This is an optimization exercise on Yosys and OpenROAD, whose aim is small area, a short achievable clock period and few clock cycles per item, not a production implementation.
In this exercise RTL edits were held to simulation tests only and were not proved equivalent to the original.
Power and IR drop assume default switching activity.

[design/flow/flow/run.sh]
#!/bin/bash
# The standard layout, with timing repair aiming at a larger setup slack
# than the default margin so that the achieved period comes out shorter.
# The clock period and constraints stay the design's own.
set -uo pipefail
MARGIN=10.3
sed -e "s/SETUP_SLACK_MARGIN=[0-9.]*/SETUP_SLACK_MARGIN=${MARGIN}/" standard.sh > standard_margin.sh
bash standard_margin.sh > make_flow.log 2>&1
[design/flow/standard.sh]
#!/bin/bash
# synth_recipe.tcl (not shown) runs the flow's synth.tcl, then flattens the netlist and writes it again
# the make line also repeats each setting of config.mk as NAME=value (left out here)
make -C /OpenROAD-flow-scripts/flow DESIGN_CONFIG=/design/flow/config.mk WORK_HOME=/design/flow/orfs CLKGATE_MAP_FILE= SYNTH_SCRIPT=/design/flow/synth_recipe.tcl "${@:-finish}"
[design/flow/config.mk]
export PLATFORM = sky130hd
export DESIGN_NAME = sha512_hash_top
export DESIGN_NICKNAME = sha512_hash_top
export VERILOG_FILES = /design/flow/design.v
export SDC_FILE = /design/flow/constraint.sdc
export NUM_CORES = 4
export LEC_CHECK = 0
export CAP_MARGIN = 20
export CORE_MARGIN = 2
export CORE_UTILIZATION = 50
export SETUP_SLACK_MARGIN = 0.3
export SLEW_MARGIN = 20
[design/flow/constraint.sdc]
create_clock -name core_clock -period 16.0 [get_ports {clk}]
set_input_delay 3.2000 -clock core_clock [delete_from_list [all_inputs] [get_ports {clk}]]
set_output_delay 3.2000 -clock core_clock [all_outputs]
set_load 0.01 [all_outputs]
[design/flow/design.v]
`default_nettype none
module sha512_round
(
	input  wire logic             clk,
	input  wire logic [6:0]       c,          
	input  wire logic             cz,         
	input  wire logic [1:0]       ffk,        
	input  wire logic             adv,        
	input  wire logic             t_en,       
	input  wire logic             do_ff,      
	input  wire logic             ffp,        
	input  wire logic             hc_en,      
	input  wire logic             blk_first,  
	input  wire logic             blk_last,   
	input  wire logic             nxt_first,  
	input  wire logic             rot,        
	input  wire logic             w_sched,    
	input  wire logic [63:0]      in_word,    
	input  wire logic             o_first,    
	input  wire logic             o_next,     
	input  wire logic [2:0]       rd_idx,
	output logic      [63:0]      rd_data
);
	localparam int WordW = 64;
	localparam logic [8*WordW-1:0] IV_FLAT = {
		64'h6a09e667f3bcc908, 64'hbb67ae8584caa73b, 64'h3c6ef372fe94f82b,
		64'ha54ff53a5f1d36f1, 64'h510e527fade682d1, 64'h9b05688c2b3e6c1f,
		64'h1f83d9abfb41bd6b, 64'h5be0cd19137e2179};
	localparam logic [80*WordW-1:0] K_REV = {
		64'h6c44198c4a475817, 64'h5fcb6fab3ad6faec, 64'h597f299cfc657e2a, 64'h4cc5d4becb3e42b6,
		64'h431d67c49c100d4c, 64'h3c9ebe0a15c9bebc, 64'h32caab7b40c72493, 64'h28db77f523047d84,
		64'h1b710b35131c471b, 64'h113f9804bef90dae, 64'h0a637dc5a2c898a6, 64'h06f067aa72176fba,
		64'hf57d4f7fee6ed178, 64'heada7dd6cde0eb1e, 64'hd186b8c721c0c207, 64'hca273eceea26619c,
		64'hc67178f2e372532b, 64'hbef9a3f7b2c67915, 64'ha4506cebde82bde9, 64'h90befffa23631e28,
		64'h8cc702081a6439ec, 64'h84c87814a1f0ab72, 64'h78a5636f43172f60, 64'h748f82ee5defb2fc,
		64'h682e6ff3d6b2b8a3, 64'h5b9cca4f7763e373, 64'h4ed8aa4ae3418acb, 64'h391c0cb3c5c95a63,
		64'h34b0bcb5e19b48a8, 64'h2748774cdf8eeb99, 64'h1e376c085141ab53, 64'h19a4c116b8d2d0c8,
		64'h106aa07032bbd1b8, 64'hf40e35855771202a, 64'hd69906245565a910, 64'hd192e819d6ef5218,
		64'hc76c51a30654be30, 64'hc24b8b70d0f89791, 64'ha81a664bbc423001, 64'ha2bfe8a14cf10364,
		64'h92722c851482353b, 64'h81c2c92e47edaee6, 64'h766a0abb3c77b2a8, 64'h650a73548baf63de,
		64'h53380d139d95b3df, 64'h4d2c6dfc5ac42aed, 64'h2e1b21385c26c926, 64'h27b70a8546d22ffc,
		64'h142929670a0e6e70, 64'h06ca6351e003826f, 64'hd5a79147930aa725, 64'hc6e00bf33da88fc2,
		64'hbf597fc7beef0ee4, 64'hb00327c898fb213f, 64'ha831c66d2db43210, 64'h983e5152ee66dfab,
		64'h76f988da831153b5, 64'h5cb0a9dcbd41fbd4, 64'h4a7484aa6ea6e483, 64'h2de92c6f592b0275,
		64'h240ca1cc77ac9c65, 64'h0fc19dc68b8cd5b5, 64'hefbe4786384f25e3, 64'he49b69c19ef14ad2,
		64'hc19bf174cf692694, 64'h9bdc06a725c71235, 64'h80deb1fe3b1696b1, 64'h72be5d74f27b896f,
		64'h550c7dc3d5ffb4e2, 64'h243185be4ee4b28c, 64'h12835b0145706fbe, 64'hd807aa98a3030242,
		64'hab1c5ed5da6d8118, 64'h923f82a4af194f9b, 64'h59f111f1b605d019, 64'h3956c25bf348b538,
		64'he9b5dba58189dbbc, 64'hb5c0fbcfec4d3b2f, 64'h7137449123ef65cd, 64'h428a2f98d728ae22};
	function automatic logic [WordW-1:0] rotr(input logic [WordW-1:0] x, input int n);
		rotr = (x >> n) | (x << (WordW - n));
	endfunction
	function automatic logic [WordW-1:0] iv(input int i);
		iv = IV_FLAT[(7 - i)*WordW +: WordW];
	endfunction
	logic [WordW-1:0] v_q [7];    
	logic [WordW-1:0] hc_q [8];   
	logic [WordW-1:0] w_q [16];   
	logic [WordW-1:0] t_q;        
	logic [WordW-1:0] s0, s1, ch, mj, a_n, e_n, w_new, k_c, h_sel, t_d;
	logic [WordW-1:0] p1s, p1c, p2s, p2c, p3s, p3c, p4s, p4c;
	logic [WordW-1:0] iv_a, iv_e, add_a, add_e, sum_a, sum_e;
	always_comb begin
		s1 = rotr(v_q[4], 14) ^ rotr(v_q[4], 18) ^ rotr(v_q[4], 41);
		ch = (v_q[4] & v_q[5]) ^ (~v_q[4] & v_q[6]);
		s0 = rotr(v_q[0], 28) ^ rotr(v_q[0], 34) ^ rotr(v_q[0], 39);
		mj = (v_q[0] & v_q[1]) ^ (v_q[0] & v_q[2]) ^ (v_q[1] & v_q[2]);
		p1s = t_q ^ s1 ^ ch;
		p1c = ((t_q & s1) | (t_q & ch) | (s1 & ch)) << 1;
		p2s = p1s ^ p1c ^ s0;
		p2c = ((p1s & p1c) | (p1s & s0) | (p1c & s0)) << 1;
		p3s = p2s ^ p2c ^ mj;
		p3c = ((p2s & p2c) | (p2s & mj) | (p2c & mj)) << 1;
		p4s = p1s ^ p1c ^ v_q[3];
		p4c = ((p1s & p1c) | (p1s & v_q[3]) | (p1c & v_q[3])) << 1;
		a_n = p3s + p3c;
		e_n = p4s + p4c;
	end
	always_comb begin
		w_new = (rotr(w_q[14], 19) ^ rotr(w_q[14], 61) ^ (w_q[14] >> 6)) + w_q[9]
			+ (rotr(w_q[1], 1) ^ rotr(w_q[1], 8) ^ (w_q[1] >> 7)) + w_q[0];
	end
	always_comb begin
		k_c = (c < 7'd80) ? K_REV[c*WordW +: WordW] : '0;
		if (!cz) h_sel = v_q[6];
		else if (nxt_first) h_sel = iv(7);
		else if (ffp) h_sel = hc_q[6];
		else h_sel = hc_q[7];
		t_d = h_sel + k_c + w_q[15];
	end
	always_comb begin
		case (ffk)
			2'd3: begin iv_a = iv(3); iv_e = iv(7); end    
			2'd2: begin iv_a = iv(2); iv_e = iv(6); end    
			2'd1: begin iv_a = iv(1); iv_e = iv(5); end    
			default: begin iv_a = iv(0); iv_e = iv(4); end  
		endcase
		add_a = blk_first ? iv_a : hc_q[3];
		add_e = blk_first ? iv_e : hc_q[7];
		sum_a = v_q[0] + add_a;
		sum_e = v_q[4] + add_e;
	end
	logic [WordW-1:0] o_q;
	logic [2:0] rd_nxt;
	assign rd_nxt = rd_idx + 3'd1;
	always_ff @(posedge clk) begin
		if (o_first) o_q <= sum_a;
		else if (o_next) o_q <= hc_q[rd_nxt];
	end
	assign rd_data = o_q;
	always_ff @(posedge clk) begin
		for (int i = 0; i < 15; i++) w_q[i] <= w_q[i + 1];
		if (rot) w_q[15] <= w_q[0];
		else if (w_sched) w_q[15] <= w_new;
		else w_q[15] <= in_word;
		if (t_en) t_q <= t_d;
		if (hc_en) begin
			hc_q[0] <= sum_a; hc_q[1] <= hc_q[0]; hc_q[2] <= hc_q[1]; hc_q[3] <= hc_q[2];
			hc_q[4] <= sum_e; hc_q[5] <= hc_q[4]; hc_q[6] <= hc_q[5]; hc_q[7] <= hc_q[6];
		end
		if (adv) begin
			v_q[6] <= v_q[5]; v_q[5] <= v_q[4];
			v_q[4] <= e_n;
			v_q[3] <= v_q[2]; v_q[2] <= v_q[1]; v_q[1] <= v_q[0];
			v_q[0] <= a_n;
		end else if (do_ff && blk_last) begin
			for (int i = 0; i < 7; i++) v_q[i] <= iv(i);
		end else if (do_ff) begin
			v_q[0] <= sum_a; v_q[1] <= hc_q[0]; v_q[2] <= hc_q[1]; v_q[3] <= hc_q[2];
			v_q[4] <= sum_e; v_q[5] <= hc_q[4]; v_q[6] <= hc_q[5];
		end else begin
			for (int i = 1; i < 7; i++) v_q[i] <= v_q[i - 1];
			v_q[0] <= v_q[6];
		end
	end
endmodule
`default_nettype wire
`default_nettype none
module sha512_hash_top
(
	input  wire logic        clk,
	input  wire logic        arst_n,
	input  wire logic        s_axis_tvalid,
	output logic             s_axis_tready,
	input  wire logic [63:0] s_axis_tdata,   
	input  wire logic [3:0]  s_axis_tuser,   
	input  wire logic        s_axis_tlast,   
	output logic             m_axis_tvalid,
	input  wire logic        m_axis_tready,
	output logic [63:0]      m_axis_tdata,   
	output logic [2:0]       m_axis_tuser,   
	output logic             m_axis_tlast    
);
	logic [6:0] c_q;          
	logic ffp_q;              
	logic nodig_q;            
	logic [6:0] rc_q;         
	logic rs_q;               
	logic cz_q;               
	logic c1_14_q;            
	logic c78_q;              
	logic c80_q;              
	logic csch_q;             
	logic cff_q;              
	logic [1:0] ffk_q;        
	logic [2:0] ph_q;         
	logic w0_q;               
	logic blk_first_q;        
	logic blk_last_q;         
	logic nxt_first_q;        
	logic msg_start_q;        
	logic [3:0] wib_q;        
	logic [57:0] wcnt_q;      
	logic [2:0] rem_q;        
	logic pad_q;              
	logic need80_q;           
	logic len_room_q;         
	logic opend_q;            
	logic [2:0] oidx_q;
	logic rdy_q;              
	logic tlast_q;            
	logic [6:0] c_d;
	logic ffp_d, w0_d, pad_d, in_slot_d;
	logic [6:0] rc_d;
	logic [2:0] ph_d, oidx_d;
	logic [3:0] nb;
	logic [63:0] keep, mark, in_word, len_bits;
	logic w0_slot, start_ok, in_slot, avail, take, acc, adv, start, do_ff, len_word;
	logic rot, w_sched, t_en, hc_en;
	assign nb = (!s_axis_tlast || s_axis_tuser > 4'd8) ? 4'd8 : s_axis_tuser;
	assign len_bits = {wcnt_q, rem_q, 3'b000};
	assign len_word = pad_q && !need80_q && len_room_q && wib_q == 4'd15;
	always_comb begin
		keep = (nb == 4'd0) ? 64'd0 : ~(64'hFFFF_FFFF_FFFF_FFFF >> {nb, 3'b000});
		mark = (nb == 4'd8) ? 64'd0 : (64'h80 << (7'd56 - {nb, 3'b000}));
		if (!pad_q) in_word = (s_axis_tdata & keep) | mark;
		else if (need80_q) in_word = 64'h8000_0000_0000_0000;
		else if (len_word) in_word = len_bits;
		else in_word = 64'd0;
	end
	always_comb begin
		do_ff = cz_q && ffp_q;
		w0_slot = !w0_q && (c80_q || (cz_q && !ffp_q && ph_q == 3'd6));
		start_ok = cz_q && w0_q && !rs_q;
		in_slot = (c1_14_q && !rs_q) || start_ok || w0_slot;
		avail = pad_q || s_axis_tvalid;
		take = in_slot && avail;
		acc = s_axis_tvalid && in_slot && !pad_q;
		start = start_ok && avail;
		rot = rs_q
			|| (c1_14_q && !avail)
			|| (c78_q && opend_q)
			|| (start_ok && !avail);
		adv = !cz_q && !rot;
		w_sched = csch_q;
		t_en = adv || start;
		hc_en = (adv && cff_q) || do_ff;
	end
	always_comb begin
		c_d = c_q;
		ffp_d = ffp_q;
		w0_d = w0_q;
		rc_d = rot ? ((rc_q == 7'd111) ? 7'd0 : rc_q + 7'd1) : rc_q;
		ph_d = do_ff ? 3'd1 : ((ph_q == 3'd6) ? 3'd0 : ph_q + 3'd1);
		pad_d = pad_q;
		if (start) begin
			c_d = 7'd1;
			w0_d = 1'b0;
		end else if (adv) begin
			if (c80_q) begin
				c_d = 7'd0;
				ffp_d = 1'b1;
			end else begin
				c_d = c_q + 7'd1;
			end
		end
		if (do_ff) ffp_d = 1'b0;
		if (take && wib_q == 4'd0) w0_d = 1'b1;
		if (take) begin
			if (!pad_q) begin
				if (s_axis_tlast) pad_d = 1'b1;
			end else if (!need80_q && wib_q == 4'd15 && len_room_q) begin
				pad_d = 1'b0;
			end
		end
		in_slot_d = (c_d >= 7'd1 && c_d <= 7'd14 && rc_d == 7'd0)
			|| (c_d == 7'd0 && w0_d && rc_d == 7'd0)
			|| (!w0_d && ((c_d == 7'd80) || (c_d == 7'd0 && !ffp_d && ph_d == 3'd6)));
		oidx_d = (opend_q && m_axis_tready) ? oidx_q + 3'd1 : oidx_q;
	end
	sha512_round u_round (
		.clk(clk), .c(c_q), .cz(cz_q), .ffk(ffk_q), .adv(adv), .t_en(t_en), .do_ff(do_ff),
		.ffp(ffp_q), .hc_en(hc_en), .blk_first(blk_first_q), .blk_last(blk_last_q), .nxt_first(nxt_first_q),
		.rot(rot), .w_sched(w_sched), .in_word(in_word),
		.o_first(do_ff && blk_last_q && !nodig_q),
		.o_next(opend_q && m_axis_tready && oidx_q != 3'd7),
		.rd_idx(oidx_q), .rd_data(m_axis_tdata)
	);
	always_ff @(posedge clk or negedge arst_n) begin
		if (!arst_n) begin
			c_q <= '0;
			ffp_q <= 1'b1;
			nodig_q <= 1'b1;
			rc_q <= '0;
			rs_q <= 1'b0;
			cz_q <= 1'b1;
			c1_14_q <= 1'b0;
			c78_q <= 1'b0;
			c80_q <= 1'b0;
			csch_q <= 1'b0;
			cff_q <= 1'b0;
			ffk_q <= 2'd0;
			ph_q <= '0;
			w0_q <= 1'b0;
			blk_first_q <= 1'b0;
			blk_last_q <= 1'b1;
			nxt_first_q <= 1'b0;
			msg_start_q <= 1'b1;
			wib_q <= '0;
			wcnt_q <= '0;
			rem_q <= '0;
			pad_q <= 1'b0;
			need80_q <= 1'b0;
			len_room_q <= 1'b0;
			opend_q <= 1'b0;
			oidx_q <= '0;
			rdy_q <= 1'b0;
			tlast_q <= 1'b0;
		end else begin
			c_q <= c_d;
			ffp_q <= ffp_d;
			w0_q <= w0_d;
			rc_q <= rc_d;
			rs_q <= (rc_d != 7'd0);
			cz_q <= (c_d == 7'd0);
			c1_14_q <= (c_d >= 7'd1 && c_d <= 7'd14);
			c78_q <= (c_d == 7'd78);
			c80_q <= (c_d == 7'd80);
			csch_q <= (c_d >= 7'd15 && c_d <= 7'd78);
			cff_q <= (c_d >= 7'd78);
			ffk_q <= (c_d == 7'd78) ? 2'd3 : (c_d == 7'd79) ? 2'd2 : (c_d == 7'd80) ? 2'd1 : 2'd0;
			ph_q <= ph_d;
			pad_q <= pad_d;
			rdy_q <= in_slot_d && !pad_d;
			oidx_q <= oidx_d;
			tlast_q <= (oidx_d == 3'd7);
			if (start) blk_first_q <= nxt_first_q;
			if (do_ff) begin
				nodig_q <= 1'b0;
				if (blk_last_q && !nodig_q) opend_q <= 1'b1;
			end
			if (take) begin
				wib_q <= wib_q + 4'd1;
				if (wib_q == 4'd0) begin
					nxt_first_q <= msg_start_q;
					msg_start_q <= 1'b0;
				end
				if (wib_q == 4'd15) blk_last_q <= len_word;
				if (!pad_q) begin
					wcnt_q <= wcnt_q + 58'(nb[3]);
					if (s_axis_tlast) begin
						rem_q <= nb[2:0];
						need80_q <= (nb == 4'd8);
						len_room_q <= (wib_q != 4'd14);
					end
				end else begin
					need80_q <= 1'b0;
					if (need80_q) begin
						len_room_q <= (wib_q != 4'd14);
					end else if (wib_q == 4'd15) begin
						if (len_room_q) begin
							msg_start_q <= 1'b1;
							wcnt_q <= '0;
						end else begin
							len_room_q <= 1'b1;
						end
					end
				end
			end
			if (opend_q && m_axis_tready && oidx_q == 3'd7) opend_q <= 1'b0;
		end
	end
	assign m_axis_tvalid = opend_q;
	assign m_axis_tuser = oidx_q;
	assign m_axis_tlast = tlast_q;
	assign s_axis_tready = rdy_q;
endmodule
`default_nettype wire
==> out/results.ini, run 1 <==
[synthesis]
yosys-top-cells-area=dfxtp_1 (26%), edfxtp_1 (17%), fa_1 (7.8%)
syn_area_per_cell_sq_um=9.79
synth_top_flop_cell=dfxtp_1
yosysTopAreaCell=dfxtp_1
yosys.cell_count.top_type=dfxtp_1
ys_warn_count=5
netlist_instances=11614
synth_fp_nets=12544
synthTopCellsByCount=dfxtp_1 (1472), nand2_1 (1255), inv_1 (947)
synth_edf_count=640
ys_seq_area_share_pct=45.2
async_flop_share_pct=4.82
ys_ff_latch=2219
synth_area_sq_um=114000
yosys.area.top_type_share_pct=25.9
synthDistinctLibCells=104

[place]
pre_cts_ws_ps=7710
dp_hpwl_microns=382000
placed_area_sq_um=118000
port_buffers=142
place_inst=14236
finalWeightedCongestion=1.06

[timing]
tns_ps=0
finalMaxSlewViolations=0
max_slew.worst_pin.slew_ps=1360
max_slew_margin_pct=8.54
finalCritPeriodShare_pct=36.1
finClkSkew_ps=111
clock.fmax_ghz=0.173
fin_crit_ps=5780
rsz0062_at_grt=true
fin_ws_ps=10220
hold_violations=0
finalSetupViolations=0

[clock_tree]
insertion_delay_ps=950
htreeDepth=4
ctsHoldBuffers=0
cts_tree=built
cts_buffers=225
clockBufferDepth=3
path_clk_slew_ps=60
cts_sinks=2219
root_buffer=clkbuf_16

[detailed_routing]
first_pass_iters=7
wl_met3_microns=60300
routedWlPerCell_microns=34.5
met2_length_microns=212000
via_per_inst=6.47
routed.top_layer=met5
detail-route-antenna-nets=0
drt_iter0_markers=14046
drc_errors=0
via_count=96616
wl_met1_microns=201000
wirelength_microns=515000

[pwr]
p_sw_mw=3.98
vdd_drop_max_mv=0.240
clkPwrFrac_pct=41.0
power_leakage_nw=56.0
p_int_mw=9.75
switching_share_pct=29.0
seq_power_share_pct=43.3
power_density_nw_per_um2=103
combPwrFrac_pct=15.7

[cells_and_area]
syn2layout_area_growth_pct=17.5
fin_area_sq_um=134000
final_core_util_pct=58.9
nFillCells=19095
final_cells=14942
nNetsFinal=12644
drive_gt1_share_pct=14.9

[die]
die_w_microns=481
die_area_sq_um=231000
io_pins=143
die_h_microns=481
start_util_pct=50.1
fp.coreArea_sq_um=227000
row_count=175

[worst_hold_path]
min_from=u_round.w_q[7][28]
min_path_cells=0
hold-path-endpoint=u_round.w_q[6][28]
hp-class=register to register

[flow_run]
maxCapViolations=0

[critical_path]
crit_type=register to register
crit_required_ps=16600
end_kind=register
reg2reg_slack_ps=10220
crit_fanout=16
r2r-end=u_round.t_q[63]
startpoint_type=register
startpoint=c_q[3]
crit-reg2reg-launch=c_q[3]
r2r_cells=23
worstPathArrival_ps=6380

[global_route]
grt_pass1_wl_microns=701000
overflow=0
grt_use_total_pct=43.1
grt_max_degree=175
grt_antenna_before_repair=43
grt_pass1_vias=91857

[status]
outcome=complete, no violations

-- power by group through the flow --
stage	clock network, mW	logic (mW)	registers, mW
2_1_floorplan	0	1.05	6.09
3_3_place_gp	0	1.98	6.07
3_5_place_dp	0	1.98	6.07
4_1_cts	5.65	2.04	5.94
5_1_grt	5.87	2.23	5.94
6_report	5.63	2.15	5.94
-- per-stage QoR --
| step | hold WS [ps] | power, mW |
|---|---|---|
| 2_1_floorplan | 310 | 7.14 |
| 3_3_place_gp | 309 | 8.04 |
| 3_5_place_dp | 312 | 8.05 |
| 4_1_cts | 290 | 13.6 |
| 5_1_grt | 296 | 14.0 |
| 6_report | 294 | 13.7 |
-- repair_timing --
item	in CTS	in global routing
pin swaps	92	215
setup endpoints to repair	521	118
cloned	14	6
buffers inserted	106	132
gates resized for setup	681	513
-- area by class of cell --
class / count / area, sq um / area share (%)
diodes: 22 / 55.1 / 0.0412
clock buffers: 307 / 6460 / 4.83
clock inverters: 117 / 1500 / 1.12
inverters: 952 / 3620 / 2.71
multi-input cells: 7739 / 60700 / 45.4
flip-flops and latches: 2219 / 51600 / 38.6
well taps: 3009 / 3760 / 2.82
repair buffers: 577 / 5900 / 4.42
-- state kept, by name (all words and copies together) (netlist names), 2 cells and up --
register      count
c_q               7
rc_q              7
u_round.v_q     448
ffk_q             2
wcnt_q           58
u_round.hc_q    512
oidx_q            3
u_round.o_q      64
ph_q              3
wib_q             4
rem_q             3
u_round.t_q      64
u_round.w_q    1024
-- cell usage in the layout, fill, tap and decap left out, types with 73 or more instances in the layout --
| cell | instances |
|---|---|
| a22oi_1 | 125 |
| ha_1 | 338 |
| dfxtp_1 | 1391 |
| nand2b_1 | 75 |
| edfxtp_1 | 640 |
| a21o_1 | 247 |
| o221ai_1 | 73 |
| a21oi_1 | 692 |
| a21oi_2 | 73 |
| fa_1 | 428 |
| nor3_1 | 89 |
| xnor2_1 | 609 |
| nand2_1 | 1188 |
| xor2_1 | 244 |
| a221oi_1 | 102 |
| nor2_1 | 474 |
| nand3_1 | 185 |
| clkbuf_16 | 239 |
| nand3b_1 | 148 |
| mux2_2 | 127 |
| nand4_1 | 93 |
| a31oi_1 | 80 |
| inv_1 | 900 |
| clkdlybuf4s50_1 | 138 |
| o21ai_0 | 824 |
| dfrtp_1 | 94 |
| buf_4 | 323 |
-- critical path, stage by stage (launching register included) --
cell      delay (ps)
dfrtp_4          580
buf_4            220
buf_8            180
nor2_2           410
nor3_1           180
a31oi_1          380
o21ai_0          140
a21oi_1          180
o21ai_0          130
buf_4            210
fa_1             460
ha_1             390
a21oi_1          150
o21ai_0          120
nor3_2           240
o21ai_4          130
and2_4           190
a31oi_4          180
nand2b_4         130
o22a_1           250
nand3b_1         190
a31oi_2          210
o21ai_1           90
xnor2_1          130
-- logic make-up after synthesis --
family	count (synthesis)	synth area share, %
AO/OA/AOI/OAI	3005	16.7
AND/OR/NAND/NOR	2712	10.9
flip-flops	2219	45.2
buffers and inverters	1657	5.48
XOR/XNOR	917	7.06
adder cells (fa/ha/maj)	915	12.9
multiplexers	189	1.85
-- how the worst max path moves through the flow --
stage / slack, ps / end / cells after the start
after floorplan: 9560 / u_round.hc_q[0][0] / 8
after CTS: 10140 / u_round.t_q[60] / 24
after global placement: 7710 / u_round.t_q[60] / 25
final: 10220 / u_round.t_q[63] / 23
after detailed placement: 7710 / u_round.t_q[60] / 25
after global routing: 10130 / u_round.t_q[63] / 27
-- per-layer routing --
metal,vias up,track usage (%)
met5,-,0
met3,1570,11.8
li1,40482,-
met4,18,27.8
met2,6450,61.6
met1,48096,57.3
Testbench counts, summed over its fixed seeds: cycles 54,876, blocks 676.
==> run 2, diff against run 1 <==
--- a/design/flow/design.v
+++ b/design/flow/design.v
@@ -8,6 +8,8 @@
 	input  wire logic             adv,        
 	input  wire logic             t_en,       
 	input  wire logic             do_ff,      
+	input  wire logic             v_iv,       
+	input  wire logic [3:0]       hp,         
 	input  wire logic             ffp,        
 	input  wire logic             hc_en,      
 	input  wire logic             blk_first,  
@@ -54,7 +56,7 @@
 		iv = IV_FLAT[(7 - i)*WordW +: WordW];
 	endfunction
 	logic [WordW-1:0] v_q [7];    
-	logic [WordW-1:0] hc_q [8];   
+	logic [WordW-1:0] hc_q [9];   
 	logic [WordW-1:0] w_q [16];   
 	logic [WordW-1:0] t_q;        
 	logic [WordW-1:0] s0, s1, ch, mj, a_n, e_n, w_new, k_c, h_sel, t_d;
@@ -84,8 +86,7 @@
 		k_c = (c < 7'd80) ? K_REV[c*WordW +: WordW] : '0;
 		if (!cz) h_sel = v_q[6];
 		else if (nxt_first) h_sel = iv(7);
-		else if (ffp) h_sel = hc_q[6];
-		else h_sel = hc_q[7];
+		else h_sel = hc_q[1];
 		t_d = h_sel + k_c + w_q[15];
 	end
 	always_comb begin
@@ -101,11 +102,15 @@
 		sum_e = v_q[4] + add_e;
 	end
 	logic [WordW-1:0] o_q;
-	logic [2:0] rd_nxt;
-	assign rd_nxt = rd_idx + 3'd1;
+	logic [4:0] rd_sum;
+	logic [3:0] rd_pos;
+	always_comb begin
+		rd_sum = 5'(rd_idx) + 5'd1 + 5'(hp);
+		rd_pos = (rd_sum >= 5'd9) ? 4'(rd_sum - 5'd9) : rd_sum[3:0];
+	end
 	always_ff @(posedge clk) begin
 		if (o_first) o_q <= sum_a;
-		else if (o_next) o_q <= hc_q[rd_nxt];
+		else if (o_next) o_q <= hc_q[rd_pos];
 	end
 	assign rd_data = o_q;
 	always_ff @(posedge clk) begin
@@ -114,20 +119,22 @@
 		else if (w_sched) w_q[15] <= w_new;
 		else w_q[15] <= in_word;
 		if (t_en) t_q <= t_d;
+		hc_q[0] <= hc_q[8];
+		for (int i = 1; i < 9; i++) hc_q[i] <= hc_q[i - 1];
 		if (hc_en) begin
-			hc_q[0] <= sum_a; hc_q[1] <= hc_q[0]; hc_q[2] <= hc_q[1]; hc_q[3] <= hc_q[2];
-			hc_q[4] <= sum_e; hc_q[5] <= hc_q[4]; hc_q[6] <= hc_q[5]; hc_q[7] <= hc_q[6];
+			hc_q[4] <= sum_a;
+			hc_q[8] <= sum_e;
 		end
 		if (adv) begin
 			v_q[6] <= v_q[5]; v_q[5] <= v_q[4];
 			v_q[4] <= e_n;
 			v_q[3] <= v_q[2]; v_q[2] <= v_q[1]; v_q[1] <= v_q[0];
 			v_q[0] <= a_n;
-		end else if (do_ff && blk_last) begin
+		end else if (v_iv) begin
 			for (int i = 0; i < 7; i++) v_q[i] <= iv(i);
 		end else if (do_ff) begin
-			v_q[0] <= sum_a; v_q[1] <= hc_q[0]; v_q[2] <= hc_q[1]; v_q[3] <= hc_q[2];
-			v_q[4] <= sum_e; v_q[5] <= hc_q[4]; v_q[6] <= hc_q[5];
+			v_q[0] <= sum_a; v_q[1] <= hc_q[4]; v_q[2] <= hc_q[5]; v_q[3] <= hc_q[6];
+			v_q[4] <= sum_e; v_q[5] <= hc_q[8]; v_q[6] <= hc_q[0];
 		end else begin
 			for (int i = 1; i < 7; i++) v_q[i] <= v_q[i - 1];
 			v_q[0] <= v_q[6];
@@ -154,7 +161,7 @@
 	logic [6:0] c_q;          
 	logic ffp_q;              
 	logic nodig_q;            
-	logic [6:0] rc_q;         
+	logic [9:0] rc_q;         
 	logic rs_q;               
 	logic cz_q;               
 	logic c1_14_q;            
@@ -163,7 +170,8 @@
 	logic csch_q;             
 	logic cff_q;              
 	logic [1:0] ffk_q;        
-	logic [2:0] ph_q;         
+	logic [5:0] ph_q;         
+	logic [3:0] hp_q;         
 	logic w0_q;               
 	logic blk_first_q;        
 	logic blk_last_q;         
@@ -181,8 +189,10 @@
 	logic tlast_q;            
 	logic [6:0] c_d;
 	logic ffp_d, w0_d, pad_d, in_slot_d;
-	logic [6:0] rc_d;
-	logic [2:0] ph_d, oidx_d;
+	logic [9:0] rc_d;
+	logic [5:0] ph_d;
+	logic [2:0] oidx_d;
+	logic msg_start_d, v_iv;
 	logic [3:0] nb;
 	logic [63:0] keep, mark, in_word, len_bits;
 	logic w0_slot, start_ok, in_slot, avail, take, acc, adv, start, do_ff, len_word;
@@ -200,7 +210,7 @@
 	end
 	always_comb begin
 		do_ff = cz_q && ffp_q;
-		w0_slot = !w0_q && (c80_q || (cz_q && !ffp_q && ph_q == 3'd6));
+		w0_slot = !w0_q && (c80_q || (cz_q && !ffp_q && (msg_start_q || ph_q == 6'd62)));
 		start_ok = cz_q && w0_q && !rs_q;
 		in_slot = (c1_14_q && !rs_q) || start_ok || w0_slot;
 		avail = pad_q || s_axis_tvalid;
@@ -220,8 +230,11 @@
 		c_d = c_q;
 		ffp_d = ffp_q;
 		w0_d = w0_q;
-		rc_d = rot ? ((rc_q == 7'd111) ? 7'd0 : rc_q + 7'd1) : rc_q;
-		ph_d = do_ff ? 3'd1 : ((ph_q == 3'd6) ? 3'd0 : ph_q + 3'd1);
+		rc_d = rot ? ((rc_q == 10'd1007) ? 10'd0 : rc_q + 10'd1) : rc_q;
+		ph_d = do_ff ? 6'd1 : ((ph_q == 6'd62) ? 6'd0 : ph_q + 6'd1);
+		msg_start_d = msg_start_q;
+		if (take && wib_q == 4'd0) msg_start_d = 1'b0;
+		if (take && len_word) msg_start_d = 1'b1;
 		pad_d = pad_q;
 		if (start) begin
 			c_d = 7'd1;
@@ -243,13 +256,15 @@
 				pad_d = 1'b0;
 			end
 		end
-		in_slot_d = (c_d >= 7'd1 && c_d <= 7'd14 && rc_d == 7'd0)
-			|| (c_d == 7'd0 && w0_d && rc_d == 7'd0)
-			|| (!w0_d && ((c_d == 7'd80) || (c_d == 7'd0 && !ffp_d && ph_d == 3'd6)));
+		in_slot_d = (c_d >= 7'd1 && c_d <= 7'd14 && rc_d == 10'd0)
+			|| (c_d == 7'd0 && w0_d && rc_d == 10'd0)
+			|| (!w0_d && ((c_d == 7'd80) || (c_d == 7'd0 && !ffp_d && (msg_start_d || ph_d == 6'd62))));
+		v_iv = (do_ff && blk_last_q) || (start && nxt_first_q);
 		oidx_d = (opend_q && m_axis_tready) ? oidx_q + 3'd1 : oidx_q;
 	end
 	sha512_round u_round (
 		.clk(clk), .c(c_q), .cz(cz_q), .ffk(ffk_q), .adv(adv), .t_en(t_en), .do_ff(do_ff),
+		.v_iv(v_iv), .hp(hp_q),
 		.ffp(ffp_q), .hc_en(hc_en), .blk_first(blk_first_q), .blk_last(blk_last_q), .nxt_first(nxt_first_q),
 		.rot(rot), .w_sched(w_sched), .in_word(in_word),
 		.o_first(do_ff && blk_last_q && !nodig_q),
@@ -271,6 +286,7 @@
 			cff_q <= 1'b0;
 			ffk_q <= 2'd0;
 			ph_q <= '0;
+			hp_q <= '0;
 			w0_q <= 1'b0;
 			blk_first_q <= 1'b0;
 			blk_last_q <= 1'b1;
@@ -291,7 +307,9 @@
 			ffp_q <= ffp_d;
 			w0_q <= w0_d;
 			rc_q <= rc_d;
-			rs_q <= (rc_d != 7'd0);
+			rs_q <= (rc_d != 10'd0);
+			hp_q <= do_ff ? 4'd4 : ((hp_q == 4'd8) ? 4'd0 : hp_q + 4'd1);
+			msg_start_q <= msg_start_d;
 			cz_q <= (c_d == 7'd0);
 			c1_14_q <= (c_d >= 7'd1 && c_d <= 7'd14);
 			c78_q <= (c_d == 7'd78);
@@ -313,7 +331,6 @@
 				wib_q <= wib_q + 4'd1;
 				if (wib_q == 4'd0) begin
 					nxt_first_q <= msg_start_q;
-					msg_start_q <= 1'b0;
 				end
 				if (wib_q == 4'd15) blk_last_q <= len_word;
 				if (!pad_q) begin
@@ -329,7 +346,6 @@
 						len_room_q <= (wib_q != 4'd14);
 					end else if (wib_q == 4'd15) begin
 						if (len_room_q) begin
-							msg_start_q <= 1'b1;
 							wcnt_q <= '0;
 						end else begin
 							len_room_q <= 1'b1;
--- a/design/flow/config.mk
+++ b/design/flow/config.mk
@@ -5,8 +5,8 @@
 export SDC_FILE = /design/flow/constraint.sdc
 export NUM_CORES = 4
 export LEC_CHECK = 0
-export CAP_MARGIN = 20
+export CAP_MARGIN = 40
 export CORE_MARGIN = 2
 export CORE_UTILIZATION = 50
 export SETUP_SLACK_MARGIN = 0.3
-export SLEW_MARGIN = 20
+export SLEW_MARGIN = 40
==> run 2 against run 1 <==
  * Critical endpoint is now u_round.t_q[62]
  * Critical path type unchanged
  * First-iteration DRC count down 6.4%
  * Final cell count up 1.6%
  * Sequential share of layout area down 1.7 points
==> out/results.ini, run 2 <==
[place]
finalWeightedCongestion=1.15
place_inst=14518
placed_area_sq_um=115000
dp_hpwl_microns=389000
port_buffers=142

[pwr]
seq_power_share_pct=42.8
vdd_drop_max_mv=0.207
p_int_mw=9.75
power_density_nw_per_um2=106
power_leakage_nw=55.3
p_sw_mw=4.06
clkPwrFrac_pct=41.0
combPwrFrac_pct=16.2
switching_share_pct=29.4

[global_route]
busiest_layer=met2
grt_antenna_before_repair=43
grt_max_degree=123
overflow=0
met1_usage_pct=54.0
grt_pass1_vias=92738
use_met3_pct=12.1
grt_pass1_wl_microns=711000
grtUsageMet2_pct=67.4
grt_use_total_pct=45.0

[synthesis]
ys_warn_count=5
synthTopCellsByCount=dfxtp_1 (2048), nand2_1 (1377), inv_1 (984)
synth_edf_count=128
netlist_instances=11914
async_flop_share_pct=5.10
synthDistinctLibCells=99
synth_fp_nets=12856
yosysTopAreaCell=dfxtp_1
syn_area_per_cell_sq_um=9.29
yosys.cell_count.top_type=dfxtp_1
yosys-top-cells-area=dfxtp_1 (37%), fa_1 (8.0%), xnor2_1 (5.2%)
ys_seq_area_share_pct=43.2
synth_top_flop_cell=dfxtp_1
ys_ff_latch=2293
synth_area_sq_um=111000
yosys.area.top_type_share_pct=37.0

[timing]
finalSetupViolations=0
max_slew_margin_pct=18.0
rsz0062_at_grt=true
finalMaxSlewViolations=0
hold_violations=0
fin_crit_ps=5830
finalCritPeriodShare_pct=36.4
clock.fmax_ghz=0.172
finClkSkew_ps=109
tns_ps=0
max_slew.worst_pin.slew_ps=1230

[critical_path]
worstPathArrival_ps=6460
startpoint_type=register
end_kind=register
r2r_cells=26
crit-reg2reg-launch=c_q[1]
crit_fanout=9
crit_required_ps=16630
reg2reg_slack_ps=10170
r2r-end=u_round.t_q[62]
crit_type=register to register

[die]
die_w_microns=475
fp.coreArea_sq_um=220000
die_h_microns=475
start_util_pct=50.3
die_area_sq_um=225000
row_count=172
io_pins=143

[cells_and_area]
final_common_cell=dfxtp_1
syn2layout_area_growth_pct=17.2
nNetsFinal=12947
reg_top3=u_round.w_q (1024), u_round.hc_q (576), u_round.v_q (448)
drive_gt1_share_pct=13.0
fin_area_sq_um=130000
final_cells=15186
top_register=u_round.w_q
largest_reg_flops=1024
layout_common_cells=dfxtp_1 (1987), nand2_1 (1328), inv_1 (970)

[clock_tree]
cts_buffers=227
path_clk_slew_ps=60
htreeDepth=4
clockBufferDepth=3
ctsHoldBuffers=0
cts_tree=built
root_buffer=clkbuf_16
cts_sinks=2293
insertion_delay_ps=960

[detailed_routing]
drt_iter0_markers=13147
via_count=96673
first_pass_iters=9
routedWlPerCell_microns=34.1
detail-route-antenna-nets=0
wirelength_microns=518000
drc_errors=0
via_per_inst=6.37

[worst_hold_path]
min_path_cells=0
hp-class=register to register
hold-path-endpoint=u_round.w_q[1][63]
min_from=u_round.w_q[2][63]

[flow_run]
maxCapViolations=0

[status]
outcome=complete, no violations

[run 2: cell families after synthesis]
group	count (synthesis)	synth area share, %
xor gates and xnor gates	924	7.31
DFF	2293	43.2
and+or+nand+nor	2959	12.0
AOI/OAI and AO/OA	2997	17.3
buffers and inverters	1699	5.78
muxes	115	1.13
adders and majority gates	927	13.4
[run 2: power groups by stage]
stage | Clock (mW) | Combinational (mW) | Sequential, mW
finish | 5.66 | 2.24 | 5.91
global placement | 0 | 2.03 | 6.04
floorplan | 0 | 0.974 | 6.06
detailed placement | 0 | 2.06 | 6.04
global route | 5.93 | 2.27 | 5.91
CTS | 5.69 | 2.10 | 5.92
[run 2: cell type report]
cell class | instances | area [sq um]
diodes | 26 | 65.1
inverters | 986 | 3730
well taps | 2958 | 3700
repair buffers | 574 | 5750
clock inverters | 101 | 1430
multi-input cells | 7923 | 60500
clock buffers | 325 | 6630
flip-flops and latches | 2293 | 47900
fillers | 19035 | 90200
[run 2: through the flow]
| stage | hold slack (ps) | power [mW] | utilization (%) | setup slack, ps |
|---|---|---|---|---|
| after global routing | 269 | 14.1 | 59.0 | 10100 |
| after detailed placement | 312 | 8.10 | 52.5 | 7680 |
| after global placement | 310 | 8.07 | 52.3 | 7840 |
| after floorplan | 310 | 7.03 | - | 10300 |
| after CTS | 253 | 13.7 | 57.7 | 10160 |
| final | 273 | 13.8 | 59.0 | 10170 |
[run 2: what timing repair did]
item,CTS,global route
endpoints found under the setup margin,381,155
buffers inserted,106,98
pin swaps,83,172
cloned,7,2
resized for setup,567,385
[run 2: worst max-delay path by stage]
stage / from / end / slack, ps / cells past startpoint
floorplan: c_q[2] / u_round.t_q[62] / 10300 / 27
global placement: c_q[1] / u_round.t_q[63] / 7840 / 22
detailed placement: c_q[1] / u_round.t_q[63] / 7680 / 22
CTS: c_q[1] / u_round.t_q[63] / 10160 / 24
global route: c_q[0] / u_round.t_q[62] / 10100 / 26
finish: c_q[1] / u_round.t_q[62] / 10170 / 26
[run 2: critical path: stages (launching register included)]
cell and delay [ps]:
dfrtp_4 450, clkinvlp_4 180, ha_4 300, buf_12 130, buf_4 150, nand2_4 190, nand3_1 200, a21oi_2 210
a311oi_1 60, nor3_2 400, nor2_4 120, fa_1 520, inv_1 40, ha_1 340, a21o_1 180, a21oi_1 210
nor2_1 90, o21ai_1 230, a31o_4 220, nand3_4 90, a21o_1 210, o41ai_4 200, buf_4 210, o21a_1 150
nand3_1 80, a31oi_1 220, xnor2_1 90
[run 2: layer usage]
metal / part of all wire, % / vias up / routed length (microns)
met1: 36 / 47282 / 188000
met2: 42 / 6398 / 220000
met5: 0.048 / - / 247
li1: - / 40978 / -
met3: 11 / 1979 / 55800
met4: 10 / 36 / 54400
Testbench counts of run 2, summed over its fixed seeds: cycles 54,836, blocks 676.
==> run 3, diff against run 2 <==
--- a/design/flow/config.mk
+++ b/design/flow/config.mk
@@ -8,5 +8,7 @@
 export CAP_MARGIN = 40
 export CORE_MARGIN = 2
 export CORE_UTILIZATION = 50
+export CTS_CLUSTER_DIAMETER = 55
+export CTS_CLUSTER_SIZE = 24
 export SETUP_SLACK_MARGIN = 0.3
 export SLEW_MARGIN = 40
==> run 3 against run 2 <==
  * Die area unchanged
  * Maximum frequency increased by 0.69%
  * Clock skew decreased by 39 ps
  * Count of clock-buffer cells in the layout decreased by 126
  * Critical path type unchanged
  * Largest cell class unchanged
==> out/results.ini, run 3 <==
[status]
outcome=complete, no violations

[die]
io_pins=143
start_util_pct=50.3
die_area_sq_um=225000
die_h_microns=475
row_count=172
fp.coreArea_sq_um=220000
die_w_microns=475

[critical_path]
crit_required_ps=16620
crit_fanout=6
end_kind=register
worstPathArrival_ps=6410
slowest_stage=o211ai_1
crit_type=register to register
startpoint_type=register
slowest_delay_ps=610
cpMostUsedCell=buf_6

[synthesis]
synthTopCellsByCount=dfxtp_1 (2048), nand2_1 (1377), inv_1 (984)
synth_mux_area_share_pct=1.13
synth_top_family_by_area=compound AO/OA/AOI/OAI gates
synth_edf_count=128
ys_warn_count=5
syn_area_per_cell_sq_um=9.29
synth_fa_ha_area_share_pct=13.4
async_flop_share_pct=5.10
yosys.cell_count.top_type=dfxtp_1
synthDistinctLibCells=99
ys_ff_latch=2293
synth_area_sq_um=111000
ys_seq_area_share_pct=43.2
synthSimpleGateAreaFrac_pct=12.0
synth_top_flop_cell=dfxtp_1
yosys.area.top_type_share_pct=37.0
yosys-top-cells-area=dfxtp_1 (37%), fa_1 (8.0%), xnor2_1 (5.2%)
yosysTopAreaCell=dfxtp_1
synth_compound_area_share_pct=17.3
synthXorXnorAreaFrac_pct=7.31
netlist_instances=11914
synth_fp_nets=12856

[detailed_routing]
first_pass_iters=9
wirelength_microns=515000
drt_iter0_markers=13050
via_count=96046
detail-route-antenna-nets=0
via_per_inst=6.37
drc_errors=0
routedWlPerCell_microns=34.2

[clock_tree]
insertion_delay_ps=910
root_buffer=clkbuf_16
ctsHoldBuffers=0
htreeDepth=4
cts_buffers=181
clockBufferDepth=3
cts_tree=built
cts_sinks=2293
path_clk_slew_ps=90

[global_route]
overflow=0
grt_pass1_wl_microns=707000
grt_pass1_vias=92237
grt_antenna_before_repair=43
grt_use_total_pct=44.7
grt_max_degree=123

[place]
port_buffers=142
place_inst=14518
finalWeightedCongestion=1.15
dp_hpwl_microns=389000

[timing]
fin_crit_ps=5790
finClkSkew_ps=69.5
max_slew.worst_pin.slew_ps=1190
finalCritPeriodShare_pct=36.2
rsz0062_at_grt=true
clock.fmax_ghz=0.173
hold_violations=0
max_slew_margin_pct=20.7
tns_ps=0
finalSetupViolations=0
finalMaxSlewViolations=0

[cells_and_area]
largest_reg_flops=1024
seq_area_sq_um=48000
multi_input_area_sq_um=60500
layout_common_cells=dfxtp_1 (1980), nand2_1 (1322), inv_1 (969)
syn2layout_area_growth_pct=15.8
final_common_cell=dfxtp_1
nNetsFinal=12889
top_register=u_round.w_q
reg_top3=u_round.w_q (1024), u_round.hc_q (576), u_round.v_q (448)
final_cells=15087
nFillCells=19303
drive_gt1_share_pct=12.6

[pwr]
power_leakage_nw=54.5
power_density_nw_per_um2=102
vdd_drop_max_mv=0.205

[flow_run]
maxCapViolations=0

[worst_hold_path]
hp-class=register to register

-- run 3: cell type report --
type	instances	area share (%)
well taps	2958	2.89
repair buffers	561	4.35
inverters	986	2.91
multi-input cells	7923	47.2
repair inverters	1	0.00683
flip-flops and latches	2293	37.4
diodes	34	0.0664
clock inverters	132	1.46
clock buffers	199	3.71
-- run 3: per-stage QoR --
step                cell area, sq um  worst slack (ps)  hold WS (ps)  power (mW)  util (%)
floorplan                     111000             10300           310        7.03         -
global placement              115000              7840           310        8.07      52.3
detailed placement            115000              7680           312        8.10      52.5
CTS                           126000             10150           312        13.0      57.1
global route                  128000             10200           311        13.4      58.3
finish                        128000             10210           312        13.1      58.3
-- run 3: final timing paths --
kind | start | cells past startpoint | slack, ps | to
worst max-delay path | c_q[0] | 25 | 10210 | u_round.t_q[59]
worst min-delay path | u_round.w_q[6][9] | 0 | 310 | u_round.w_q[5][9]
worst max register to register | c_q[0] | 25 | 10210 | u_round.t_q[59]
worst min register to register | u_round.w_q[6][9] | 0 | 310 | u_round.w_q[5][9]
max in group asynchronous | arst_n | 2 | 12590 | wcnt_q[7]
min in group asynchronous | arst_n | 1 | 2290 | len_room_q
-- run 3: critical path, delay by kind of cell (launching register included) --
family,cells,cell delay (ps)
AOI/OAI and AO/OA,12,2480
adders and majority gates,3,1180
buffers and inverters,6,980
DFF,1,420
and+or+nand+nor,3,300
xor gates and xnor gates,1,140
-- run 3: report_power, final --
part           internal (mW)  switching (mW)
Sequential              5.88          0.0290
Clock                   2.42            2.55
Combinational          0.641            1.59
Total                   8.94            4.16
-- run 3: layer usage --
metal	share of wire (%)	vias to the layer above	wire length [microns]	GRT usage [%]
met3	11	2006	55400	12.2
met5	0.032	-	164	0
met1	36	46900	187000	53.4
li1	-	40852	-	-
met2	43	6264	219000	66.9
met4	10	24	53900	37.7
-- run 3: cell families (layout without fill, tap and decap cells) --
group	count (synthesis)	in the layout
AOI/OAI and AO/OA	2997	2997
xor gates and xnor gates	924	924
adders and majority gates	927	927
buffers and inverters	1699	1879
DFF	2293	2293
muxes	115	115
other	0	34
and+or+nand+nor	2959	2960
-- run 3: what timing repair did --
item | 4_1_cts | 5_1_grt
endpoints found under the setup margin | 388 | 161
hold endpoints to repair | 0 | 0
setup buffers | 99 | 94
pin swaps | 99 | 147
gates cloned | 6 | 3
resized for setup | 597 | 368

## afterwards: timing with drivers on the ports
How much do the figures lean on ideal ports? The routed layouts below were timed once more, with nothing changed but the port constraints. Step 1, drivers: a clkbuf_16 drives clk and a buf_2 each remaining input, both assumed. Step 2 also shifts input and output timing later by t, the mid clock arrival at the registers, as if the neighbouring blocks saw the same clock. Slacks: ideal / step 1 / step 2; pairs: ideal / step 1.
| run | t, ns | setup slack, ns | latest minus earliest clock arrival (ns) | worst slew at a driven data input, ns | cell pins on the clock port's net |
|---|---|---|---|---|---|
| run 1 | 0.990 | 10.223 / 10.223 / 9.549 | 0.113 / 0.113 | 0.10 | 1 |
| run 2 | 1.014 | 10.173 / 10.173 / 9.233 | 0.110 / 0.109 | 0.23 | 1 |
| run 3 | 0.979 | 10.213 / 10.213 / 9.285 | 0.070 / 0.070 | 0.17 | 1 |
After both steps every run listed still meets setup and hold. For run 2, which loses most, drivers alone change the setup slack by 0.000 ns; drivers and shift together by -0.940 ns.
